Context: an optimization exercise on an open-source flow, tuned for small area, a short achievable clock period and few clock cycles. The choices shown serve that exercise and are no tape-out recipe.
Where RTL was checked, it was by simulation tests only, not by an equivalence proof against the original.
No activity file was given, so power comes from the tool's default toggle rates.

Setup of run 1:
==> flow/design.v <==
package txdma_pkg;
    typedef logic [31:0] desc_t;         
    typedef logic [31:0] addr_t;         
    typedef logic [31:0] data_t;         
    typedef logic [7:0]  byte_t;         
    typedef logic [6:0]  bd_index_t;     
    typedef logic [8:0]  tx_status_t;    
    localparam int BIT_READY  = 15;      
    localparam int BIT_IRQ    = 14;      
    localparam int BIT_WRAP   = 13;      
    localparam int BIT_PAD    = 12;
    localparam int BIT_CRC    = 11;
    localparam tx_status_t STAT_ERR_MASK = 9'h10F;
endpackage
module eth_txdma #(
    parameter int DEPTH = 7                       
) (
    input  logic                  clk,
    input  logic                  reset,
    input  logic                  tx_en,
    input  txdma_pkg::bd_index_t  max_tx_bd,
    input  logic                  bd_wait,
    input  txdma_pkg::desc_t      bd_desc,
    input  txdma_pkg::addr_t      bd_ptr,
    input  txdma_pkg::tx_status_t tx_stat,
    input  logic                  tx_stat_valid,
    output logic                  bd_read,
    output logic                  bd_write,
    output txdma_pkg::bd_index_t  bd_index,
    output txdma_pkg::desc_t      bd_writedata,
    output logic                  tx_stat_ack,
    output logic                  per_packet_pad,
    output logic                  per_packet_crc,
    output logic                  txb_irq,
    output logic                  txe_irq,
    input  logic                  av_waitrequest,
    input  txdma_pkg::data_t      av_readdata,
    input  logic                  av_readdatavalid,
    output logic                  av_read,
    output txdma_pkg::addr_t      av_address,
    input  logic                  tx_ack,
    output txdma_pkg::byte_t      tx_data,
    output logic                  tx_dv,
    output logic                  tx_sop,
    output logic                  tx_eop
);
    localparam int FIFO_AW = 3;                  
    logic        st_rd;                  
    logic        st_dma;                 
    logic        st_wr;                  
    logic [15:0] len;                    
    logic [5:0]  flags;                  
    txdma_pkg::tx_status_t stat;
    logic        take;
    logic        wr_ok;
    logic        stat_err;
    assign bd_read     = st_rd;
    assign bd_write    = st_wr;
    assign take        = st_rd & ~bd_wait & bd_desc[txdma_pkg::BIT_READY];
    assign wr_ok       = st_wr & ~bd_wait;
    assign stat_err    = |(stat & txdma_pkg::STAT_ERR_MASK);
    assign bd_writedata   = {len, 1'b0, flags, stat};
    assign per_packet_pad = flags[txdma_pkg::BIT_PAD - 9];
    assign per_packet_crc = flags[txdma_pkg::BIT_CRC - 9];
    always_ff @(posedge clk or posedge reset) begin
        if (reset) begin
            st_rd       <= 1'b0;
            st_dma      <= 1'b0;
            st_wr       <= 1'b0;
            tx_stat_ack <= 1'b0;
            txb_irq     <= 1'b0;
            txe_irq     <= 1'b0;
            bd_index    <= '0;
        end else begin
            tx_stat_ack <= st_dma & tx_stat_valid & ~tx_stat_ack;
            txb_irq     <= wr_ok & flags[txdma_pkg::BIT_IRQ - 9] & ~stat_err;
            txe_irq     <= wr_ok & flags[txdma_pkg::BIT_IRQ - 9] & stat_err;
            if (tx_en & ~st_rd & ~st_dma & ~st_wr) begin
                st_rd <= 1'b1;
            end
            if (take) begin
                st_rd  <= 1'b0;
                st_dma <= 1'b1;
            end
            if (tx_stat_ack) begin
                st_dma <= 1'b0;
                st_wr  <= 1'b1;
            end
            if (wr_ok) begin
                st_wr <= 1'b0;
                st_rd <= 1'b1;
                if (flags[txdma_pkg::BIT_WRAP - 9] || bd_index == max_tx_bd) begin
                    bd_index <= '0;
                end else begin
                    bd_index <= bd_index + 7'd1;
                end
            end
        end
    end
    always_ff @(posedge clk or posedge reset) begin
        if (reset) begin
            len   <= '0;
            flags <= '0;
            stat  <= '0;
        end else begin
            if (st_rd) begin
                len   <= bd_desc[31:16];
                flags <= bd_desc[14:9];
            end
            if (tx_stat_ack) begin
                stat <= tx_stat;
            end
        end
    end
    logic [29:0]        addr;            
    logic [13:0]        wcnt;            
    logic               more;            
    logic               more_nx;         
    logic [DEPTH-1:0]   occ;             
    logic               full_nx;         
    logic               rd_ok;
    logic               pop;
    assign av_address = {addr, 2'b00};
    assign rd_ok      = av_read & ~av_waitrequest;
    assign more_nx    = more & ((|wcnt[13:1]) | (wcnt[0] & (|len[1:0])) | ~rd_ok);
    assign full_nx    = (occ[DEPTH-1] & ~(pop & ~rd_ok)) | (occ[DEPTH-2] & rd_ok & ~pop);
    always_ff @(posedge clk or posedge reset) begin
        if (reset) begin
            occ     <= '0;
            av_read <= 1'b0;
            more    <= 1'b0;
        end else begin
            av_read <= take | (st_dma & more_nx & ~full_nx);
            more    <= take | more_nx;
            if (rd_ok & ~pop) begin
                occ <= {occ[DEPTH-2:0], 1'b1};
            end else if (pop & ~rd_ok) begin
                occ <= {1'b0, occ[DEPTH-1:1]};
            end
        end
    end
    always_ff @(posedge clk or posedge reset) begin
        if (reset) begin
            addr <= '0;
        end else if (st_rd) begin
            addr <= bd_ptr[31:2];
        end else if (rd_ok) begin
            addr <= addr + 30'd1;
        end
    end
    always_ff @(posedge clk) begin
        if (st_rd) begin
            wcnt <= bd_desc[31:18];
        end else if (rd_ok) begin
            wcnt <= wcnt - 14'd1;
        end
    end
    txdma_pkg::data_t   mem [DEPTH];
    logic [FIFO_AW-1:0] wptr;
    logic [FIFO_AW-1:0] rptr;
    logic [DEPTH-1:0]   stored;          
    always_ff @(posedge clk or posedge reset) begin
        if (reset) begin
            wptr   <= '0;
            rptr   <= '0;
            stored <= '0;
        end else begin
            if (av_readdatavalid) begin
                wptr <= (wptr == FIFO_AW'(DEPTH - 1)) ? '0 : wptr + 1'b1;
            end
            if (pop) begin
                rptr <= (rptr == FIFO_AW'(DEPTH - 1)) ? '0 : rptr + 1'b1;
            end
            if (av_readdatavalid & ~pop) begin
                stored <= {stored[DEPTH-2:0], 1'b1};
            end else if (pop & ~av_readdatavalid) begin
                stored <= {1'b0, stored[DEPTH-1:1]};
            end
        end
    end
    always_ff @(posedge clk) begin
        if (av_readdatavalid) mem[wptr] <= av_readdata;
    end
    logic [23:0] cw;                     
    logic [1:0]  lane;                   
    logic        cw_final;               
    logic        first;                  
    logic        final_w;                
    logic        shift;
    assign final_w = ~more & occ[0] & ~occ[1];
    assign shift   = tx_dv & tx_ack & ~tx_eop & (lane != 2'd3);
    assign pop     = stored[0] & (~tx_dv | (tx_ack & (lane == 2'd3)));
    always_ff @(posedge clk or posedge reset) begin
        if (reset) begin
            tx_dv <= 1'b0;
        end else if (pop) begin
            tx_dv <= 1'b1;
        end else if (tx_ack & (tx_eop | (lane == 2'd3))) begin
            tx_dv <= 1'b0;
        end
    end
    always_ff @(posedge clk or posedge reset) begin
        if (reset) begin
            tx_data <= '0;
            tx_sop  <= 1'b0;
            tx_eop  <= 1'b0;
        end else if (pop) begin
            tx_data <= mem[rptr][7:0];
            tx_sop  <= first;
            tx_eop  <= final_w & (len[1:0] == 2'd1);
        end else if (shift) begin
            tx_data <= cw[7:0];
            tx_sop  <= 1'b0;
            tx_eop  <= cw_final & (lane == len[1:0] - 2'd2);
        end
    end
    always_ff @(posedge clk) begin
        if (take) begin
            first <= 1'b1;
        end else if (pop) begin
            first <= 1'b0;
        end
        if (pop) begin
            cw       <= mem[rptr][31:8];
            lane     <= 2'd0;
            cw_final <= final_w;
        end else if (shift) begin
            cw[15:0] <= cw[23:8];
            lane     <= lane + 2'd1;
        end
    end
endmodule
export LEC_CHECK = 0
export ABC_CLOCK_PERIOD_IN_PS = 2200
export CAP_MARGIN = 20
export CORE_MARGIN = 2
export CORE_UTILIZATION = 45
export CTS_CLUSTER_DIAMETER = 100
export CTS_CLUSTER_SIZE = 30
export SETUP_SLACK_MARGIN = 2.8
export SLEW_MARGIN = 20
create_clock -name core_clock -period 5.0 [get_ports {clk}]
standard.sh (not shown) runs the stock make flow with config.mk's settings and CLKGATE_MAP_FILE= SYNTH_SCRIPT=/design/flow/synth_recipe.tcl, a recipe that flattens the netlist after the stock synthesis.
==> flow/flow/run.sh <==
#!/bin/bash
# Standard layout, with plain buffers (not delay cells) on the ports.
set -euo pipefail
export BUFFER_PORTS_ARGS="-buffer_cell sky130_fd_sc_hd__buf_2"
bash standard.sh finish > standard.log 2>&1
Input-level comparison between run 3 and run 1:
--- a/flow/design.v
+++ b/flow/design.v
@@ -94,25 +94,19 @@
                 end else begin
                     bd_index <= bd_index + 7'd1;
                 end
             end
         end
     end
-    always_ff @(posedge clk or posedge reset) begin
-        if (reset) begin
-            len   <= '0;
-            flags <= '0;
-            stat  <= '0;
-        end else begin
-            if (st_rd) begin
-                len   <= bd_desc[31:16];
-                flags <= bd_desc[14:9];
-            end
-            if (tx_stat_ack) begin
-                stat <= tx_stat;
-            end
+    always_ff @(posedge clk) begin
+        if (take) begin
+            len   <= bd_desc[31:16];
+            flags <= bd_desc[14:9];
+        end
+        if (tx_stat_ack) begin
+            stat <= tx_stat;
         end
     end
     logic [29:0]        addr;            
     logic [13:0]        wcnt;            
     logic               more;            
     logic               more_nx;         
@@ -136,25 +130,18 @@
                 occ <= {occ[DEPTH-2:0], 1'b1};
             end else if (pop & ~rd_ok) begin
                 occ <= {1'b0, occ[DEPTH-1:1]};
             end
         end
     end
-    always_ff @(posedge clk or posedge reset) begin
-        if (reset) begin
-            addr <= '0;
-        end else if (st_rd) begin
+    always_ff @(posedge clk) begin
+        if (take) begin
             addr <= bd_ptr[31:2];
+            wcnt <= bd_desc[31:18];
         end else if (rd_ok) begin
             addr <= addr + 30'd1;
-        end
-    end
-    always_ff @(posedge clk) begin
-        if (st_rd) begin
-            wcnt <= bd_desc[31:18];
-        end else if (rd_ok) begin
             wcnt <= wcnt - 14'd1;
         end
     end
     txdma_pkg::data_t   mem [DEPTH];
     logic [FIFO_AW-1:0] wptr;
     logic [FIFO_AW-1:0] rptr;
@@ -178,55 +165,45 @@
             end
         end
     end
     always_ff @(posedge clk) begin
         if (av_readdatavalid) mem[wptr] <= av_readdata;
     end
-    logic [23:0] cw;                     
+    logic [31:0] cw;                     
     logic [1:0]  lane;                   
     logic        cw_final;               
     logic        first;                  
     logic        final_w;                
     logic        shift;
+    assign tx_data = cw[7:0];
     assign final_w = ~more & occ[0] & ~occ[1];
     assign shift   = tx_dv & tx_ack & ~tx_eop & (lane != 2'd3);
     assign pop     = stored[0] & (~tx_dv | (tx_ack & (lane == 2'd3)));
     always_ff @(posedge clk or posedge reset) begin
         if (reset) begin
             tx_dv <= 1'b0;
         end else if (pop) begin
             tx_dv <= 1'b1;
         end else if (tx_ack & (tx_eop | (lane == 2'd3))) begin
             tx_dv <= 1'b0;
         end
     end
-    always_ff @(posedge clk or posedge reset) begin
-        if (reset) begin
-            tx_data <= '0;
-            tx_sop  <= 1'b0;
-            tx_eop  <= 1'b0;
-        end else if (pop) begin
-            tx_data <= mem[rptr][7:0];
-            tx_sop  <= first;
-            tx_eop  <= final_w & (len[1:0] == 2'd1);
-        end else if (shift) begin
-            tx_data <= cw[7:0];
-            tx_sop  <= 1'b0;
-            tx_eop  <= cw_final & (lane == len[1:0] - 2'd2);
-        end
-    end
     always_ff @(posedge clk) begin
         if (take) begin
             first <= 1'b1;
         end else if (pop) begin
             first <= 1'b0;
         end
         if (pop) begin
-            cw       <= mem[rptr][31:8];
+            cw       <= mem[rptr];
             lane     <= 2'd0;
             cw_final <= final_w;
+            tx_sop   <= first;
+            tx_eop   <= final_w & (len[1:0] == 2'd1);
         end else if (shift) begin
-            cw[15:0] <= cw[23:8];
+            cw[23:0] <= cw[31:8];
             lane     <= lane + 2'd1;
+            tx_sop   <= 1'b0;
+            tx_eop   <= cw_final & (lane == len[1:0] - 2'd2);
         end
     end
 endmodule
Notes after the runs:
Run 3: no failed stages, no open violations at the end. On final critical-path share of the clock period, the higher figure sits with run 1, not run 3. Run 3 gives less net load switching power than run 1 did. Run 3 ends up with higher non-clock buffer count than run 1 does. Run 3 ends up with a area of the multi-input gates that is about 12% lower than in run 1. Going from run 1 to run 3, fraction of power spent switching nets now smaller, power in the clock group shows no meaningful change.
Testbench counts of run 3, summed over its fixed seeds: cycles 204,684.
No functional check of the RTL was part of run 1.

==> static timing again, ports no longer ideal <==
No port has a modelled driver above. Below, the same layouts with a new extraction and two added sets of constraints. Step 1 (the two cells are an assumption about what drives the block):
set clk [get_ports {clk}]
set_driving_cell -lib_cell sky130_fd_sc_hd__clkbuf_16 $clk
set_driving_cell -lib_cell sky130_fd_sc_hd__buf_2 [delete_from_list [all_inputs] $clk]
Step 2 also shifts input and output timing later by t, the mid clock arrival at the registers, as if the neighbouring blocks saw the same clock. Three values: ideal ports, drivers, drivers and shift; two values: the first two.
| run | t (ns) | slack for setup (ns) | worst setup path after step 2 | worst register clock-pin slew, ns | cell pins on the clock port's net |
|---|---|---|---|---|---|
| run 1 | 0.562 | 2.721 / 2.671 / 2.312 | input to register | 0.11 / 0.11 | 1 |
| run 3 | 0.559 | 2.838 / 2.788 / 2.349 | input to register | 0.11 / 0.11 | 1 |
After both steps every run listed still meets setup and hold. For run 3, which loses most, drivers alone change the setup slack by -0.050 ns; drivers and shift together by -0.489 ns.
